Context: an optimization exercise on an open-source flow, tuned for a short achievable clock period and few clock cycles. The choices shown serve that exercise and are no tape-out recipe. The RTL was checked by simulation tests, not by an equivalence proof against the original design. Power figures rest on the tool's default switching activity, not on a simulated workload.

== v6 ==
Design lc4_core, start of the top module:
module lc4_core (
   input  logic                   gwe,
   input  logic                   i_rst_n,
   output logic [16-1:0] o_imem_addr,
   input  logic [16-1:0] i_imem_data,
   output logic [16-1:0] o_dmem_addr,
   output logic                   o_dmem_we,
   output logic [16-1:0] o_dmem_wdata,
   input  logic [16-1:0] i_dmem_rdata,
   output logic                   o_wb_valid,
   output logic [16-1:0] o_wb_pc,
   output logic [16-1:0] o_wb_insn,
   output logic                   o_wb_we,
   output lc4_pipe_pkg::rsel_t                  o_wb_wsel,
   output logic [16-1:0] o_wb_data,
   output lc4_pipe_pkg::stall_t                 o_wb_stall
);
Size: roughly 2,500 cells after synthesis, ~500 flip-flops, ~140 I/O pins, about 23,000 µm² of cells after synthesis.
Settings: LEC_CHECK=0, CAP_MARGIN=20, CORE_MARGIN=2, CORE_UTILIZATION=40, PLACE_DENSITY=0.6, SETUP_SLACK_MARGIN=2.8, SLEW_MARGIN=20; clock period 5.3 ns.
run.sh (not shown) runs the stock make flow with config.mk's settings and CLKGATE_MAP_FILE= SYNTH_SCRIPT=/design/flow/synth_recipe.tcl, a recipe that flattens the netlist after the stock synthesis.
Testbench counts of v6, summed over its fixed seeds: cycles 8,725.
Here is what was changed in the inputs of v7 compared with v6.
diff --git a/flow/design.v b/flow/design.v
--- a/flow/design.v
+++ b/flow/design.v
@@ -138,15 +138,15 @@
    logic [W-1:0] pc_q;
    logic         tk_q, c9_q, s9_q;           
    logic         fix_q, fix_inc;             
    logic [W-1:0] rf [8];
    logic         n_q, z_q, f_q;              
    logic         a_valid, a_alu, a_ld, a_st, a_we, a_and, a_sub, a_const;
    logic         a_rr, a_imm, a_chk, a_chk_late, a_pred, a_c9, a_s9;
-   logic         a_fa1, a_fa2l, a_fb1, a_fb2l;
+   logic         a_fa1, a_fa2m, a_fa2l, a_fb1, a_fb2m, a_fb2l;
    logic         a_fah, a_fbh, a_fsm, a_fsl, a_pa, a_pb;
    logic [2:0]   a_wsel, a_rs, a_rt, a_mask, a_knzp;
    logic [LO-1:0] a_alo, a_blo;
    logic [HI-1:0] a_bimm_hi;
    logic [8:0]   a_tlo;
    logic [W-1:0] a_pc, a_insn, a_next;
    logic         b_valid, b_alu, b_ld, b_st, b_we, b_and, b_sub, b_const;
@@ -215,21 +215,18 @@
    assign p_rs_lo = (m_wr && m_wsel == p_rs) ? m_val[LO-1:0] : rf[p_rs][LO-1:0];
    assign p_rt_lo = (m_wr && m_wsel == p_rt) ? m_val[LO-1:0] : rf[p_rt][LO-1:0];
    logic p_fa1, p_fa2, p_fb1, p_fb2;
    assign p_fa1 = p_rd_rs && p_hit_a_rs;
    assign p_fa2 = p_rd_rs && !p_hit_a_rs && p_hit_b_rs;
    assign p_fb1 = p_rd_rt && p_hit_a_rt;
    assign p_fb2 = p_rd_rt && !p_hit_a_rt && p_hit_b_rt;
-   logic [LO-1:0] p_alo, p_blo, p_rt_lv;
+   logic [LO-1:0] p_alo, p_blo;
    always_comb begin
-      if (p_const || p_fa1 || (p_fa2 && b_ld))  p_alo = '0;
-      else if (p_fa2)                           p_alo = b_lo;
-      else                                      p_alo = p_rs_lo;
-      p_rt_lv = p_fb2 ? b_lo : p_rt_lo;
-      if (p_rd_rt)  p_blo = (p_fb1 || (p_fb2 && b_ld)) ? '0 : p_sub ? ~p_rt_lv : p_rt_lv;
+      p_alo = (p_const || p_fa1 || p_fa2) ? '0 : p_rs_lo;
+      if (p_rd_rt)  p_blo = (p_fb1 || p_fb2) ? '0 : p_sub ? ~p_rt_lo : p_rt_lo;
       else          p_blo = p_immv[LO-1:0];
    end
    logic [W-1:0] p_next;
    logic [9:0]   p_lo;
    assign p_next = pc_q + W'(1);
    lc4_add #(.N(9)) u_add_tgt (.i_a(pc_q[8:0]), .i_b(iw[8:0]), .i_c(1'b1), .i_and(1'b0),
                                .o_sum(p_lo[8:0]), .o_c(p_lo[9]));
@@ -322,29 +319,33 @@
       end
    end
    always_ff @(posedge gwe) begin
       if (a_wait) begin
          a_alo  <= a_x;
          a_blo  <= a_y;
          a_fa1  <= 1'b0;
+         a_fa2m <= 1'b0;
          a_fa2l <= a_pa;
          a_fb1  <= 1'b0;
+         a_fb2m <= 1'b0;
          a_fb2l <= a_pb;
          a_pa   <= 1'b0;
          a_pb   <= 1'b0;
          a_fah  <= 1'b0;
          a_fbh  <= 1'b0;
          a_fsm  <= 1'b0;
          a_fsl  <= 1'b0;
       end else begin
          a_alo  <= p_alo;
          a_blo  <= p_blo;
          a_fa1  <= p_fa1 && a_alu;
+         a_fa2m <= p_fa2 && b_alu;
          a_fa2l <= p_fa2 && b_ld;
          a_fb1  <= p_fb1 && a_alu;
+         a_fb2m <= p_fb2 && b_alu;
          a_fb2l <= p_fb2 && b_ld;
          a_pa   <= p_fa1 && a_ld && a_valid && p_valid;
          a_pb   <= p_fb1 && a_ld && a_valid && p_valid;
          a_fah  <= p_fa1 && a_alu;
          a_fbh  <= p_fb1 && a_alu;
          a_fsm  <= p_hit_a_rd && a_alu;
          a_fsl  <= p_hit_a_rd && a_ld;
@@ -370,16 +371,18 @@
       a_insn    <= iw;
       a_next    <= p_next;
    end
    logic [LO-1:0] a_x, a_y, a_subm;
    logic [LO:0]   a_sum;
    logic [LO-1:0] a_res;
    assign a_subm = {LO{a_sub}};
-   assign a_x = a_alo | (b_lo & {LO{a_fa1}}) | (ld_data[LO-1:0] & {LO{a_fa2l}});
+   assign a_x = a_alo | (b_lo & {LO{a_fa1}}) | (m_res[LO-1:0] & {LO{a_fa2m}}) |
+                (ld_data[LO-1:0] & {LO{a_fa2l}});
    assign a_y = a_blo | ((b_lo ^ a_subm) & {LO{a_fb1}}) |
+                ((m_res[LO-1:0] ^ a_subm) & {LO{a_fb2m}}) |
                 ((ld_data[LO-1:0] ^ a_subm) & {LO{a_fb2l}});
    lc4_add #(.N(LO)) u_add_lo (.i_a(a_x), .i_b(a_y), .i_c(a_sub), .i_and(a_and),
                               .o_sum(a_sum[LO-1:0]), .o_c(a_sum[LO]));
    assign a_res = a_sum[LO-1:0];
    logic [W-1:0] a_rs_v, a_rt_v, a_rd_v;
    assign a_rs_v = (m_wr && m_wsel == a_rs) ? m_val : rf[a_rs];
    assign a_rt_v = (m_wr && m_wsel == a_rt) ? m_val : rf[a_rt];
==> comparison <==
- Status: buffer depth of the longest clock path parity (v7, v6)
- v7: total routing resource utilization after global routing 0.22 points below v6
- Delta (v7 minus v6): starting utilization of the core area held; number of buffers added by the clock tree synthesis step shrank by about 1.9%; height of the chip moved down; layout sequential cell count higher.
- Number of gates on the worst path with buffers counted sits higher in v7 than in v6.
Testbench counts of v7, summed over its fixed seeds: cycles 8,725.


lc4_core, a different RTL version from the one above (not shown whole).
Size in the first run: roughly 2,400 cells after synthesis, ~500 flip-flops, about 140 I/O pins, about 0.023 sq mm of cells after synthesis.
export LEC_CHECK = 0
export CAP_MARGIN = 20
export CORE_MARGIN = 2
export CORE_UTILIZATION = 40
export PLACE_DENSITY = 0.6
export SETUP_SLACK_MARGIN = 2.8
export SLEW_MARGIN = 20
create_clock -name core_clock -period 5.3 [get_ports {gwe}]
Testbench counts at the start, summed over its fixed seeds: cycles 8,823.
Edit:
--- a/flow/design.v
+++ b/flow/design.v
@@ -133,23 +133,23 @@
    output lc4_pipe_pkg::stall_t                 o_wb_stall
 );
    localparam int W = 16;
    localparam int LO = 7;           
    localparam int HI = W - LO;      
    logic [W-1:0] pc_q;
    logic         tk_q, c9_q, s9_q;           
    logic         fix_q, fix_inc;             
    logic [W-1:0] rf [8];
    logic [2:0]   nzp_q;                      
    logic         a_valid, a_alu, a_ld, a_st, a_we, a_and, a_sub, a_const;
-   logic         a_rr, a_imm, a_chk, a_chk_late, a_pred, a_inc, a_dec;
+   logic         a_rr, a_imm, a_chk, a_chk_late, a_pred, a_c9, a_s9;
    logic         a_fa1, a_fa2m, a_fa2l, a_fb1, a_fb2m, a_fb2l;
    logic         a_fah, a_fbh, a_fsm, a_fsl, a_pa, a_pb;
    logic [2:0]   a_wsel, a_rs, a_rt, a_mask, a_knzp;
    logic [LO-1:0] a_alo, a_blo;
    logic [HI-1:0] a_bimm_hi;
    logic [8:0]   a_tlo;
    logic [W-1:0] a_pc, a_insn, a_next;
    logic         b_valid, b_alu, b_ld, b_st, b_we, b_and, b_sub, b_const;
    logic         b_chk, b_pred, b_cl, b_fah, b_fbh, b_fsm, b_fsl;
    logic [2:0]   b_wsel, b_mask, b_knzp;
    logic [LO-1:0] b_lo;
@@ -219,57 +219,54 @@
    assign p_fa2 = p_rd_rs && !p_hit_a_rs && p_hit_b_rs;
    assign p_fb1 = p_rd_rt && p_hit_a_rt;
    assign p_fb2 = p_rd_rt && !p_hit_a_rt && p_hit_b_rt;
    logic [LO-1:0] p_alo, p_blo;
    always_comb begin
       p_alo = (p_const || p_fa1 || p_fa2) ? '0 : p_rs_lo;
       if (p_rd_rt)  p_blo = (p_fb1 || p_fb2) ? '0 : p_sub ? ~p_rt_lo : p_rt_lo;
       else          p_blo = p_immv[LO-1:0];
    end
    logic [W-1:0] p_next;
    logic [9:0]   p_lo;
-   logic         p_inc, p_dec;
    assign p_next = pc_q + W'(1);
    lc4_add #(.N(9)) u_add_tgt (.i_a(pc_q[8:0]), .i_b(iw[8:0]), .i_c(1'b1), .i_and(1'b0),
                                .o_sum(p_lo[8:0]), .o_c(p_lo[9]));
-   assign p_inc  = p_lo[9] && !iw[8];       
-   assign p_dec  = !p_lo[9] && iw[8];       
    logic [2:0] p_knzp;
    assign p_knzp = iw[8] ? 3'b100 : (iw[8:0] == 9'd0) ? 3'b010 : 3'b001;
-   logic p_exact, p_unk_a, p_unk_b, p_chk_a, p_chk_b, p_taken;
+   logic p_exact, p_unk_a, p_unk_b, p_chk_a, p_chk_b, p_taken, p_guess;
    logic [2:0] p_nzp;
    always_comb begin
       p_unk_a = 1'b0;      
       p_unk_b = 1'b0;      
       p_nzp   = nzp;
       if (a_alu_v) begin
          if (a_const)  p_nzp = a_knzp;
          else          p_unk_b = p_mask != 3'b111;
          if (!a_const) p_nzp = 3'b111;
       end else if (b_alu_v) begin
          if (b_const)  p_nzp = b_knzp;
          else          p_unk_a = p_mask != 3'b111;
          if (!b_const) p_nzp = 3'b111;
       end
       p_exact = !(p_unk_a || p_unk_b);
       p_chk_a = p_unk_a && p_br;
       p_chk_b = p_unk_b && p_br;
+      p_guess = (p_mask == 3'b101) || (iw[8] && p_mask != 3'b010);
       p_taken = p_valid && (p_op == 4'h0) &&
-                ((iw[11] && (p_exact ? p_nzp[2] : iw[8])) ||
-                 (iw[10] && (p_exact ? p_nzp[1] : iw[8])) ||
-                 (iw[9]  && (p_exact ? p_nzp[0] : iw[8])));
+                (p_exact ? |(p_mask & p_nzp) : (p_mask != 3'b000 && p_guess));
    end
    logic a_act, a_mis, b_act, b_mis;
    logic [W-1:0] a_target;
    logic [6:0]   a_hi;
-   assign a_hi     = a_inc ? a_pc[W-1:9] + 7'd1 : a_dec ? a_pc[W-1:9] - 7'd1 : a_pc[W-1:9];
+   assign a_hi     = (a_c9 && !a_s9) ? a_pc[W-1:9] + 7'd1 :
+                     (!a_c9 && a_s9) ? a_pc[W-1:9] - 7'd1 : a_pc[W-1:9];
    assign a_target = {a_hi, a_tlo};
    assign a_act    = |(a_mask & nzp);
    assign a_mis    = a_valid && a_chk && (a_act != a_pred);
    assign b_act    = |(b_mask & nzp);
    assign b_mis    = b_valid && b_chk && (b_act != b_pred);
    logic a_wait;
    assign a_wait = a_valid && (a_pa || a_pb);
    logic p_go, a_go;
    assign p_go = p_valid && !a_wait && !a_mis && !b_mis;
    assign a_go = a_valid && !a_wait && !b_mis;
    logic [6:0] fix_hi;
@@ -358,24 +355,24 @@
       a_and     <= p_and;
       a_sub     <= p_sub;
       a_const   <= p_const;
       a_rr      <= p_rd_rt;
       a_imm     <= p_imm;
       a_knzp    <= p_knzp;
       a_wsel    <= p_rd;
       a_rs      <= p_rs;
       a_rt      <= p_rt;
       a_mask    <= p_mask;
       a_pred    <= p_taken;
-      a_inc     <= p_inc;
-      a_dec     <= p_dec;
+      a_c9      <= p_lo[9];
+      a_s9      <= iw[8];
       a_tlo     <= p_lo[8:0];
       a_bimm_hi <= p_immv[W-1:LO];
       a_pc      <= pc_q;
       a_insn    <= iw;
       a_next    <= p_next;
    end
    logic [LO-1:0] a_x, a_y, a_subm;
    logic [LO:0]   a_sum;
    logic [LO-1:0] a_res;
    assign a_subm = {LO{a_sub}};
    assign a_x = a_alo | (b_lo & {LO{a_fa1}}) | (m_res[LO-1:0] & {LO{a_fa2m}}) |
- register-to-register slack is better by 0.09 ns
- combinational power decreases by about 10%
- sequential share of layout area climbs by 0.61 points
- clock skew stays flat
- total power goes down by 2.3%
- final area drops by 1.8%
- final cell count rose by 0.90%
- die area hardly moves
- wire length came out higher by 0.62%
- worst hold slack is about the same
- via count hardly moves
- clock-buffer cell count grows by 5
- global-route usage is higher by 0.29 points
- area after synthesis barely changes
Testbench counts after the change, summed over its fixed seeds: cycles 8,725.

static timing again, ports no longer ideal:
No port has a modelled driver above. Below, the same layouts with a new extraction and two added sets of constraints. Step 1 sets driving cells, clkbuf_16 on the clock port and buf_2 on the other inputs (assumed; they add their load-dependent delay and slew). Step 2 times the ports against the registers' clock, not the clock port: input delays grow and output delays shrink by t, the midpoint of the rising clock arrivals with the driver on. Slacks: ideal / step 1 / step 2; pairs: ideal / step 1.
| run | shift t [ns] | slack for setup (ns) | clock arrival spread, ns |
|---|---|---|---|
| v6 | 0.686 | 2.530 / 2.530 / 2.156 | 0.041 / 0.041 |
| v7 | 0.681 | 2.752 / 2.758 / 2.092 | 0.046 / 0.046 |
| the first run of note 2 | 0.673 | 2.647 / 2.647 / 2.029 | 0.019 / 0.020 |
| the second run of note 2 | 0.662 | 2.723 / 2.735 / 2.099 | 0.021 / 0.022 |
After both steps every run listed still meets setup and hold. The setup slack of v7, which loses most, moves by +0.006 ns with the drivers and by -0.660 ns with both steps.
